Context: an optimization exercise on an open-source flow, tuned for small area and a short achievable clock period. The choices shown serve that exercise and are no tape-out recipe. The RTL was checked by simulation tests, not by an equivalence proof against the original design. Power is estimated from default activity; no workload was simulated.

`flow/design.v`:
```
module unified_memory_wbit (
  input  logic we,
  input  logic web,
  input  logic d,
  input  logic q,
  output logic n
);
  assign n = !((d | web) & (q | we));
endmodule
module unified_memory_mux2 (
  input  logic s,
  input  logic a,
  input  logic b,
  output logic y
);
  assign y = s ? a : b;
endmodule
module unified_memory_and2 (
  input  logic a,
  input  logic b,
  output logic y
);
  assign y = a & b;
endmodule
module unified_memory_nand2 (
  input  logic a,
  input  logic b,
  output logic y
);
  assign y = !(a & b);
endmodule
module unified_memory_aoi3 (
  input  logic [2:0] s,
  input  logic [2:0] m,
  output logic       y
);
  assign y = !(|(s & m));
endmodule
module unified_memory_rdcol (
  input  logic [255:0] ws,
  input  logic [255:0] m,
  output logic [7:0]   yn
);
  for (genvar q = 0; q < 8; q++) begin : g_q
    logic [11:0] t;      
    for (genvar k = 0; k < 10; k++) begin : g_aoi
      unified_memory_aoi3 u_aoi (.s(ws[32*q+3*k +: 3]), .m(m[32*q+3*k +: 3]), .y(t[k]));
    end
    unified_memory_nand2 u_n30 (.a(ws[32*q+30]), .b(m[32*q+30]), .y(t[10]));
    unified_memory_nand2 u_n31 (.a(ws[32*q+31]), .b(m[32*q+31]), .y(t[11]));
    assign yn[q] = &t;
  end
endmodule
module unified_memory #(
  parameter int DATA_W      = 16,
  parameter int ADDR_W      = 8,
  parameter int WAIT_STATES = 2,
  parameter int PROT_LIMIT  = 64
) (
  input  logic              clk,
  input  logic              reset,
  input  logic              MemRead,
  input  logic              MemWrite,
  input  logic [ADDR_W-1:0] Addr,
  input  logic [DATA_W-1:0] WriteData,
  output logic [DATA_W-1:0] ReadData,
  output logic              MemReady,
  output logic              MemFault,
  output logic              Busy
);
  logic        req;
  logic        s1, s2;           
  logic        idle_q;           
  logic [15:0] hw_q;             
  logic [15:0] lo_q, hi_q;       
  logic [15:0] lo_n, hi_n;
  logic [15:0] lw_q;             
  logic [15:0] dx_q;             
  logic        wr_q, both_q;     
  logic        fire;
  logic [15:0] rd;
  logic [7:0]  rp [16];          
  logic [7:0]  rq [16];
  logic        tgl;              
  logic        tgl_rp;           
  assign req  = MemRead | MemWrite;
  for (genvar i = 0; i < 16; i++) begin : g_addr
    unified_memory_mux2 u_lo (.s(idle_q), .a(Addr[3:0] == 4'(i)), .b(lo_q[i]), .y(lo_n[i]));
    unified_memory_mux2 u_hi (.s(idle_q), .a(Addr[7:4] == 4'(i)), .b(hi_q[i]), .y(hi_n[i]));
  end
  always_ff @(posedge clk) begin
    lo_q <= lo_n;
    hi_q <= hi_n;
    lw_q <= lo_q;
  end
  assign fire = s2 & req;
  always_ff @(posedge clk) begin
    if (idle_q) begin
      wr_q   <= MemWrite;
      both_q <= MemRead & MemWrite;
    end
  end
  always_ff @(posedge clk) begin
    if (reset) begin
      s1       <= 1'b0;
      idle_q   <= 1'b1;
      s2       <= 1'b0;
      hw_q     <= '0;
      Busy     <= 1'b0;
      MemReady <= 1'b0;
      MemFault <= 1'b0;
      ReadData <= '0;
    end else begin
      s1       <= idle_q & req;
      idle_q   <= !(req & !MemReady);
      s2       <= s1 & req;
      hw_q     <= {16{fire & wr_q}} & hi_q;
      Busy     <= req & !MemReady;
      MemReady <= fire;
      MemFault <= fire & both_q;
      if (fire && !wr_q) ReadData <= rd;
    end
  end
  always_ff @(posedge clk) begin
    tgl    <= !tgl;
    tgl_rp <= tgl;
  end
  always_ff @(posedge clk) begin
    if (idle_q) dx_q <= WriteData ^ {16{!tgl}};
    else        dx_q <= ~dx_q;
  end
  logic [15:0]  mem [256];
  logic [255:0] ws, we, web;
  logic [255:0] col [16];
  for (genvar w = 0; w < 256; w++) begin : g_word
    assign ws[w] = hi_q[w/16] & lo_q[w%16];
    unified_memory_and2  u_we  (.a(hw_q[w/16]), .b(lw_q[w%16]), .y(we[w]));
    unified_memory_nand2 u_web (.a(hw_q[w/16]), .b(lw_q[w%16]), .y(web[w]));
    for (genvar b = 0; b < 16; b++) begin : g_bit
      logic n;
      unified_memory_wbit u_wb (.we(we[w]), .web(web[w]), .d(dx_q[b]), .q(mem[w][b]), .n(n));
      always_ff @(posedge clk) mem[w][b] <= n;
      assign col[b][w] = mem[w][b];
    end
  end
  for (genvar b = 0; b < 16; b++) begin : g_col
    unified_memory_rdcol u_rd (.ws(ws), .m(col[b]), .yn(rq[b]));
    always_ff @(posedge clk) rp[b] <= rq[b];
    assign rd[b] = !(&rp[b]) ^ tgl_rp;
  end
endmodule
```
`flow/flow/run.sh`:
```
#!/bin/bash
# Layout flow: the standard ORFS flow (standard.sh, unchanged synthesis), with
#  - port buffers built from a plain buffer instead of the default delay-cell choice,
#  - the resizer allowed to swap cells across footprints (so port buffers and flops can be
#    resized for timing),
#  - clock tree sink clusters of up to 25 flip-flops within 90 um, and no dummy clock loads,
# everything else as in the standard flow. The whole make output goes to make_standard.log;
# each ORFS step writes its own log under orfs/logs/.
set -euo pipefail
bash standard.sh \
  MATCH_CELL_FOOTPRINT=0 \
  "BUFFER_PORTS_ARGS=-buffer_cell sky130_fd_sc_hd__buf_4" \
  "CTS_ARGS=-sink_clustering_enable -repair_clock_nets -sink_clustering_size 25 -sink_clustering_max_diameter 90 -dont_use_dummy_load" \
  finish > make_standard.log 2>&1
test -s out/final.def
```
`flow/standard.sh`:
```
#!/bin/bash
# synth_recipe.tcl (not shown) runs the flow's synth.tcl, then flattens the netlist and writes it again
# the make line also repeats each setting of config.mk as NAME=value (left out here)
make -C /OpenROAD-flow-scripts/flow DESIGN_CONFIG=/design/flow/config.mk WORK_HOME=/design/flow/orfs CLKGATE_MAP_FILE= SYNTH_SCRIPT=/design/flow/synth_recipe.tcl "${@:-finish}"
```
`flow/config.mk`:
```
export PLATFORM = sky130hd
export DESIGN_NAME = unified_memory
export DESIGN_NICKNAME = unified_memory
export VERILOG_FILES = /design/flow/design.v
export SDC_FILE = /design/flow/constraint.sdc
export NUM_CORES = 4
export LEC_CHECK = 0
export CAP_MARGIN = 20
export CORE_MARGIN = 2
export CORE_UTILIZATION = 40
export SETUP_SLACK_MARGIN = 5.0
export SLEW_MARGIN = 20
export SYNTH_HIERARCHICAL = 1
```
`flow/constraint.sdc`:
```
create_clock -name core_clock -period 8.0 [get_ports {clk}]
set_input_delay 1.6000 -clock core_clock [delete_from_list [all_inputs] [get_ports {clk}]]
set_output_delay 1.6000 -clock core_clock [all_outputs]
set_load 0.01 [all_outputs]
```
==> results by group, run 1 <==
Run status
  – Run status: timing/DRC/antenna clean

Cells and area
  – Core Util, Final: 43.7%
  – Fin cells: 16462
  – Commonest non-fill, non-tap cells in the layout: dfxtp_1 (4253), o22ai_1 (4096), a222oi_1 (1280), nand2_1 (532), and2_1 (532)
  – Filler cells: 31223
  – Nets: 11873
  – Layout area overhead: 8.91%
  – Most common cell after layout, fill and taps aside: dfxtp_1
  – Layout cells sized above 1: 5.02%

Place
  – Post-DP HPWL: 325000 um
  – GP Congestion: 0.908
  – Placed cells: 16175
  – I/O Buffers: 46

Timing
  – Max Clk Rate: 333 MHz
  – Fin Setup TNS: 0 ns
  – Relative slew margins: 19.7%
  – Hold Vio Cnt, Final: 0
  – RSZ-0062 raised after global routing: true
  – Fin crit period: 3.01 ns
  – Final Slew Violations: 0
  – Hold WS: 0.433 ns
  – Worst Tran Pin Value: 1.20 ns
  – Final setup vio count: 0
  – Post-Route Skew: 0.112 ns
  – Period Utilization, post-route: 37.6%

Yosys
  – Top_reg_cell synth: dfxtp_1
  – Simple-Gate Fraction of Synth Area: 7.08%
  – Mapped Nets: 11568
  – Synthesized area: 136000 um^2
  – Synth Area in Adders: 0%
  – Synth warn: 14
  – Synth Area in Compound Gates: 28.6%
  – Post-synthesis instance total: 11540
  – Post-synth EDFFs: 2
  – Post-synth ARST share: 0%
  – Mux contribution to synthesized area: 0.353%
  – Sequential cell area fraction in the yosys report: 63.8%
  – Mapped Avg Cell Area: 11.8 um^2
  – Largest family of logic cells by synthesized area: compound AO/OA/AOI/OAI gates
  – Yosys cell types: 28
  – Synth Area in XOR/XNOR: 0.103%
  – Synth Register Bits: 4330

Worst hold path
  – Hold Crit Class: flip-flop to flip-flop
  – Hold EP: mem[112][3]$_DFF_P_
  – Worst hold path depth: 1
  – Min-delay src: mem[112][3]$_DFF_P_

CTS
  – Root buf cell: clkbuf_16
  – Clock slew at the register clock pins of the worst setup and hold paths: 0.10 ns
  – CTS tree: yes
  – # H-tree levels: 4
  – Clock insertion delay at the later pin of the skew report: 0.95 ns
  – Hold_buf cts: 0
  – CTS sink count: 4330
  – Max clock buf depth: 4
  – Num CTS Buffers: 201

Drt
  – Total number of vias: 120070
  – # DRC: 0
  – Post-route ant nets: 0
  – Number of DRC markers in iteration 0: 23213
  – Routed len/inst: 32.1 um
  – Via density: 7.29
  – Pre-antenna DRT Iters: 10
  – Final wirelength: 529000 um

Global route
  – Largest net degree at the start of global routing: 141
  – Grt met3 use: 6.98%
  – Number of global-route vias before repair: 111626
  – GRT Util Overall: 28.7%
  – First-pass GRT wire length: 764000 um
  – Met1 global-route usage: 38.5%
  – Met2 usage: 42.6%
  – Gr busiest metal: met2
  – Antenna violations before repair: 51
  – GRT overflow: 0

Setup path
  – CP required: 6.40 ns
  – CP arrival: 1.41 ns
  – Reg2reg start: lo_q[11]$_DFF_P_
  – Critical path, cell by cell: buf_6
  – Worst R2R End: rp[8][4]$_DFF_P_
  – FF-to-FF path depth: 5
  – WS Path Type: flip-flop to primary output
  – CP bufs+invs: 1
  – Type of origin of the critical path: flip-flop
  – Slowest stage delay, CP: 0.36 ns
  – Critical path's slowest cell: dfxtp_2
  – Reg2Reg Setup Slack: 5.05 ns
  – Crit-path max FO: 2
  – Setup crit end kind: primary output
  – Crit-path leading delay family: flip-flops

Power
  – PwrDens: 234 nW/um^2
  – Max VDD drop: 0.000205 V
  – Final Power: 34700 uW
  – LEAKAGE: 0.0554 uW

Floorplanning
  – Chip height: 587 um
  – Die X: 587 um
  – I/O Pins: 47
  – Die area: 345000 um^2
  – Row cnt: 214
  – Starting density of the core: 40.1%
  – Core footprint: 339000 um^2

Run
  – Max cap viols: 0
-- how the worst max path moves through the flow --
stage,end,depth (start not counted),from,slack [ns]
3_5_place_dp,ReadData[4]$_SDFFE_PP0P_,4,MemWrite,4.47
5_1_grt,ReadData[4],1,ReadData[4]$_SDFFE_PP0P_,4.96
3_3_place_gp,ReadData[0]$_SDFFE_PP0P_,4,MemWrite,4.47
4_1_cts,ReadData[9],1,ReadData[9]$_SDFFE_PP0P_,4.94
6_report,ReadData[5],1,ReadData[5]$_SDFFE_PP0P_,4.99
2_1_floorplan,dx_q[0]$_DFF_P_,1,dx_q[0]$_DFF_P_,5.13
-- per-module statistics from Yosys (local to each module, per instance) --
module	area (um^2)	copies in the design
unified_memory	89900	1
unified_memory_and2	6.26	256
unified_memory_aoi3	10.0	1280
unified_memory_mux2	15.0	32
unified_memory_nand2	3.75	512
unified_memory_rdcol	230	16
unified_memory_wbit	6.26	4096
-- where the power goes --
part / leakage, uW / switching, uW / internal (uW)
Combinational: 0.0165 / 1280 / 265
Clock: 0.00248 / 6680 / 4500
Sequential: 0.0365 / 323 / 21700
Total: 0.0554 / 8280 / 26400
-- per-layer routing --
metal | routed length, um | share of wire, %
met4 | 29400 | 5.6
met1 | 207000 | 39
met3 | 61900 | 12
met2 | 231000 | 44
met5 | 64 | 0.012
-- repair_timing --
action | 4_1_cts | 5_1_grt
buffers inserted | 1 | 1
cloned | 0 | 0
setup endpoints to repair | 19 | 16
resized for setup | 37 | 1
-- metrics by stage --
step                      setup WS (ns)  instance area [um^2]
after detailed placement           4.47                143000
after global placement             4.47                143000
after CTS                          4.94                148000
after global routing               4.96                148000
after floorplan                    5.13                136000
final                              4.99                148000
-- sequential cells by signal (all words and copies together), names as in the netlist, 16 cells and up --
| register | flops |
|---|---|
| rp | 128 |
| lw_q | 16 |
| mem | 4096 |
| lo_q | 16 |
| dx_q | 16 |
| ReadData | 16 |
| hw_q | 16 |
| hi_q | 16 |
-- synth_stat cells, types with 3 or more instances --
master	instances	area, um^2
nand2_1	532	2000
nor3_2	128	1280
a222oi_1	1280	12800
nor3_1	12	60.1
nand4_1	416	2600
o211ai_1	22	165
and2_1	532	3330
nand2b_1	10	62.6
or4_1	16	120
inv_1	3	11.3
o22ai_1	4096	25600
nor2_1	35	131
mux2_4	32	480
xnor2_1	16	140
dfxtp_1	4328	86600
o21ai_0	16	80.1
clkbuf_1	41	154
o211ai_2	10	125
-- cells by family after synthesis --
group	Yosys count
AO/OA/AOI/OAI	5426
XOR/XNOR	16
buffers and inverters	49
flip-flops	4330
multiplexers	32
AND/OR/NAND/NOR	1687
-- layout make-up --
| class | count | area [um^2] | share of cell area, % |
|---|---|---|---|
| Timing Repair Buffer | 148 | 1260 | 0.854 |
| Antenna cell | 83 | 208 | 0.140 |
| Tap cell | 4536 | 5680 | 3.83 |
| Inverter | 3 | 11.3 | 0.00760 |
| Multi-Input combinational cell | 7161 | 49100 | 33.1 |
| Clock buffer | 201 | 5030 | 3.40 |
| Sequential cell | 4330 | 86900 | 58.6 |
==> run 2, diff against run 1 <==
--- a/flow/design.v
+++ b/flow/design.v
@@ -7,3 +7,3 @@
 );
-  assign n = !((d | web) & (q | we));
+  assign n = (we & d) | (web & q);
 endmodule
@@ -77,3 +77,4 @@
   logic [15:0] lw_q;             
-  logic [15:0] dx_q;             
+  logic [15:0] d_q;              
+  logic [15:0] d_n;
   logic        wr_q, both_q;     
@@ -83,4 +84,2 @@
   logic [7:0]  rq [16];
-  logic        tgl;              
-  logic        tgl_rp;           
   assign req  = MemRead | MemWrite;
@@ -89,2 +88,3 @@
     unified_memory_mux2 u_hi (.s(idle_q), .a(Addr[7:4] == 4'(i)), .b(hi_q[i]), .y(hi_n[i]));
+    unified_memory_mux2 u_d  (.s(idle_q), .a(WriteData[i]), .b(d_q[i]), .y(d_n[i]));
   end
@@ -93,2 +93,3 @@
     hi_q <= hi_n;
+    d_q  <= d_n;
     lw_q <= lo_q;
@@ -123,10 +124,2 @@
   end
-  always_ff @(posedge clk) begin
-    tgl    <= !tgl;
-    tgl_rp <= tgl;
-  end
-  always_ff @(posedge clk) begin
-    if (idle_q) dx_q <= WriteData ^ {16{!tgl}};
-    else        dx_q <= ~dx_q;
-  end
   logic [15:0]  mem [256];
@@ -140,3 +133,3 @@
       logic n;
-      unified_memory_wbit u_wb (.we(we[w]), .web(web[w]), .d(dx_q[b]), .q(mem[w][b]), .n(n));
+      unified_memory_wbit u_wb (.we(we[w]), .web(web[w]), .d(d_q[b]), .q(mem[w][b]), .n(n));
       always_ff @(posedge clk) mem[w][b] <= n;
@@ -148,3 +141,3 @@
     always_ff @(posedge clk) rp[b] <= rq[b];
-    assign rd[b] = !(&rp[b]) ^ tgl_rp;
+    assign rd[b] = !(&rp[b]);
   end
==> results by group, run 2 <==
Run status
  – Run status: timing/DRC/antenna clean (unchanged)

CTS
  – Max clock buf depth: 4 (unchanged)
  – CTS tree: yes (unchanged)
  – # H-tree levels: 4 (unchanged)
  – Root buf cell: clkbuf_16 (unchanged)
  – CTS sink count: 4328 (was 4330)
  – Clock slew at the register clock pins of the worst setup and hold paths: 0.11 ns (was 0.10 ns)
  – Clock insertion delay at the later pin of the skew report: 0.96 ns (was 0.95 ns)
  – Num CTS Buffers: 199 (was 201)
  – Hold_buf cts: 0 (unchanged)

Drt
  – Total number of vias: 118735 (was 120070)
  – Post-route ant nets: 0 (unchanged)
  – Final wirelength: 557000 um (was 529000 um)
  – Routed len/inst: 33.5 um (was 32.1 um)
  – # DRC: 0 (unchanged)
  – Via density: 7.14 (was 7.29)
  – Pre-antenna DRT Iters: 10 (unchanged)
  – Number of DRC markers in iteration 0: 21913 (was 23213)

Floorplanning
  – I/O Pins: 47 (unchanged)
  – Row cnt: 221 (was 214)
  – Core footprint: 363000 um^2 (was 339000 um^2)
  – Starting density of the core: 40.2% (was 40.1%)
  – Die area: 370000 um^2 (was 345000 um^2)
  – Die X: 608 um (was 587 um)
  – Chip height: 608 um (was 587 um)

Global route
  – GRT Util Overall: 28.3% (was 28.7%)
  – Antenna violations before repair: 39 (was 51)
  – GRT overflow: 0 (unchanged)
  – Number of global-route vias before repair: 111237 (was 111626)
  – First-pass GRT wire length: 800000 um (was 764000 um)
  – Largest net degree at the start of global routing: 151 (was 141)

Setup path
  – Crit-path max FO: 2 (unchanged)
  – CP arrival: 1.51 ns (was 1.41 ns)
  – CP bufs+invs: 1 (unchanged)
  – WS Path Type: flip-flop to primary output (unchanged)
  – Critical path, cell by cell: buf_6 (unchanged)
  – Type of origin of the critical path: flip-flop (unchanged)
  – Slowest stage delay, CP: 0.45 ns (was 0.36 ns)
  – Crit-path leading delay family: flip-flops (unchanged)
  – Critical path's slowest cell: dfxtp_4 (was dfxtp_2)
  – CP required: 6.40 ns (about the same)
  – Setup crit end kind: primary output (unchanged)

Timing
  – Final Slew Violations: 0 (unchanged)
  – RSZ-0062 raised after global routing: true (unchanged)
  – Hold Vio Cnt, Final: 0 (unchanged)
  – Hold WS: 0.415 ns (was 0.433 ns)
  – Worst Tran Pin Value: 1.24 ns (was 1.20 ns)
  – Fin Setup TNS: 0 ns (unchanged)
  – Period Utilization, post-route: 38.8% (was 37.6%)
  – Fin crit period: 3.11 ns (was 3.01 ns)
  – Relative slew margins: 17.3% (was 19.7%)
  – Max Clk Rate: 322 MHz (was 333 MHz)
  – Final setup vio count: 0 (unchanged)
  – Post-Route Skew: 0.122 ns (was 0.112 ns)

Yosys
  – Synth warn: 14 (unchanged)
  – Cell taking the most area after synthesis: dfxtp_1 (unchanged)
  – Post-synth top cells: dfxtp_1 (4326), a22o_1 (4096), a222oi_1 (1280), and2_1 (532), nand2_1 (516) (was dfxtp_1 (4328), o22ai_1 (4096), a222oi_1 (1280), and2_1 (532), nand2_1 (532))
  – Yosys top cell area share: 59.3% (was 63.7%)
  – Synthesized area: 146000 um^2 (was 136000 um^2)
  – Top_reg_cell synth: dfxtp_1 (unchanged)
  – Sequential cell area fraction in the yosys report: 59.4% (was 63.8%)
  – Mapped Avg Cell Area: 12.7 um^2 (was 11.8 um^2)
  – Post-synthesis instance total: 11481 (was 11540)
  – Post-synth ARST share: 0% (unchanged)
  – Synth top area cells: dfxtp_1 (59%), a22o_1 (25%), a222oi_1 (8.8%) (was dfxtp_1 (64%), o22ai_1 (19%), a222oi_1 (9.4%))
  – Count leader, synth: dfxtp_1 (unchanged)
  – Post-synth EDFFs: 2 (unchanged)
  – Mapped Nets: 11509 (was 11568)
  – Synth Register Bits: 4328 (was 4330)
  – Yosys cell types: 28 (unchanged)

Power
  – Clock power share: 32.7% (was 32.2%)
  – LEAKAGE: 0.0573 uW (was 0.0554 uW)
  – Max VDD drop: 0.000187 V (was 0.000205 V)
  – PwrDens: 218 nW/um^2 (was 234 nW/um^2)
  – Sw frac: 23.8% (was 23.9%)
  – P_sw: 8210 uW (was 8280 uW)
  – Logic pwr share: 3.6% (was 4.4%)
  – Seq pwr share: 63.6% (was 63.4%)
  – Internal: 26300 uW (was 26400 uW)

Cells and area
  – Layout area overhead: 8.55% (was 8.91%)
  – Reg with most FFs: mem (unchanged)
  – Layout cells sized above 1: 5.16% (was 5.02%)
  – Flip-flop count of the largest register after layout: 4096 (unchanged)
  – Largest regs: mem: 4096 flops, rp: 128 flops (unchanged)
  – Commonest non-fill, non-tap cells in the layout: dfxtp_1 (4252), a22o_1 (4096), a222oi_1 (1280), and2_1 (532), nand2_1 (516) (was dfxtp_1 (4253), o22ai_1 (4096), a222oi_1 (1280), nand2_1 (532), and2_1 (532))
  – Nets: 11812 (was 11873)
  – Most common cell after layout, fill and taps aside: dfxtp_1 (unchanged)
  – Filler cells: 32949 (was 31223)

Run
  – Max cap viols: 0 (unchanged)

Place
  – I/O Buffers: 46 (unchanged)
  – GP Congestion: 0.912 (was 0.908)
  – Post-DP HPWL: 338000 um (was 325000 um)

Worst hold path
  – Hold Crit Class: flip-flop to flip-flop (unchanged)
-- run 2: per-stage QoR --
step                      total power, uW  cell area (um^2)  utilization [%]  std cells  worst slack, ns
after global routing                35400            158000             43.6      16584             4.88
after CTS                           34600            158000             43.6      16572             4.87
after floorplan                     22800            146000                -      11481             5.10
final                               34500            158000             43.7      16626             4.89
after global placement              23600            153000             42.2      16365             4.61
after detailed placement            23700            153000             42.2      16367             4.84
-- run 2: kinds of logic (layout without fill, tap and decap cells) --
logic type | after synthesis | in the layout | synth area share (%)
AO/OA/AOI/OAI | 5409 | 5409 | 33.5
flip-flops | 4328 | 4328 | 59.4
AND/OR/NAND/NOR | 1654 | 1654 | 6.47
multiplexers | 48 | 48 | 0.494
buffers and inverters | 42 | 343 | 0.133
other | 0 | 50 | 0
-- run 2: final cells by class --
cell class / instances / area [um^2] / share of cell area (%)
Inverter: 1 / 3.75 / 0.00237
Multi-Input combinational cell: 7111 / 59100 / 37.3
Antenna cell: 50 / 125 / 0.0790
Tap cell: 4794 / 6000 / 3.79
Timing Repair Buffer: 143 / 1360 / 0.860
Clock buffer: 199 / 4980 / 3.14
Sequential cell: 4328 / 86900 / 54.8
-- run 2: worst paths after layout --
| kind | from | endpoint | cells past startpoint | slack [ns] |
|---|---|---|---|---|
| worst max-delay path | ReadData[1]$_SDFFE_PP0P_ | ReadData[1] | 1 | 4.89 |
| worst max register to register | lo_q[12]$_DFF_P_ | rp[14][0]$_DFF_P_ | 5 | 4.93 |
| worst min-delay path | lo_q[8]$_DFF_P_ | lw_q[8]$_DFF_P_ | 0 | 0.41 |
| worst min register to register | lo_q[8]$_DFF_P_ | lw_q[8]$_DFF_P_ | 0 | 0.41 |
-- run 2: modules after synthesis, one instance, submodules excluded --
module	flops+latches	copies in the design	cells inside	area (um^2)
unified_memory_aoi3	0	1280	1	10.0
unified_memory_nand2	0	512	1	3.75
unified_memory	4328	1	4777	89400
unified_memory_wbit	0	4096	1	8.76
unified_memory_mux2	0	48	1	15.0
unified_memory_and2	0	256	1	6.26
unified_memory_rdcol	0	16	32	230
-- run 2: power by group through the flow --
stage	registers [uW]	logic, uW	clock network, uW
6_report	22000	1250	11300
5_1_grt	22000	1250	12100
4_1_cts	22000	1210	11400
3_5_place_dp	22500	1210	0
3_3_place_gp	22500	1150	0
2_1_floorplan	22600	207	0
-- run 2: timing repair --
action / CTS / global route
resized for setup: 54 / 0
buffers inserted: 6 / 3
pin swaps: 0 / 0
cloned: 0 / 0
endpoints found under the setup margin: 19 / 19
-- run 2: per-layer routing --
layer  global-route usage [%]  vias up  part of all wire [%]
li1                         -    49866                     -
met3                     5.29     1167                    10
met5                        0        -                 0.034
met2                     42.7     7746                    44
met1                     38.3    59932                    40
met4                     14.9       24                   5.6

afterwards: timing with drivers on the ports:
How much do the figures lean on ideal ports? The routed layouts below were timed once more, with nothing changed but the port constraints. Step 1 sets driving cells, clkbuf_16 on the clock port and buf_2 on the other inputs (assumed; they add their load-dependent delay and slew). Step 2 adds t to the input delays and takes it off the output delays; t is the mean of the earliest and latest rising clock arrival at the registers after step 1. Input paths then give back, and output paths get back, about the clock's delay inside the block. a / b / c = ideal ports / drivers / drivers and shift; a / b = the first two.
run	t (ns)	slack for setup (ns)	hold slack, ns	slew at the worst register clock pin (ns)	cell pins on the clock port's net
run 1	0.997	4.994 / 4.885 / 4.485	0.433 / 0.433 / 0.433	0.11 / 0.11	1
run 2	1.012	4.893 / 4.784 / 4.853	0.415 / 0.415 / 0.415	0.11 / 0.11	1
After both steps every run listed still meets setup and hold. For run 1, which loses most, drivers alone change the setup slack by -0.109 ns; drivers and shift together by -0.509 ns.
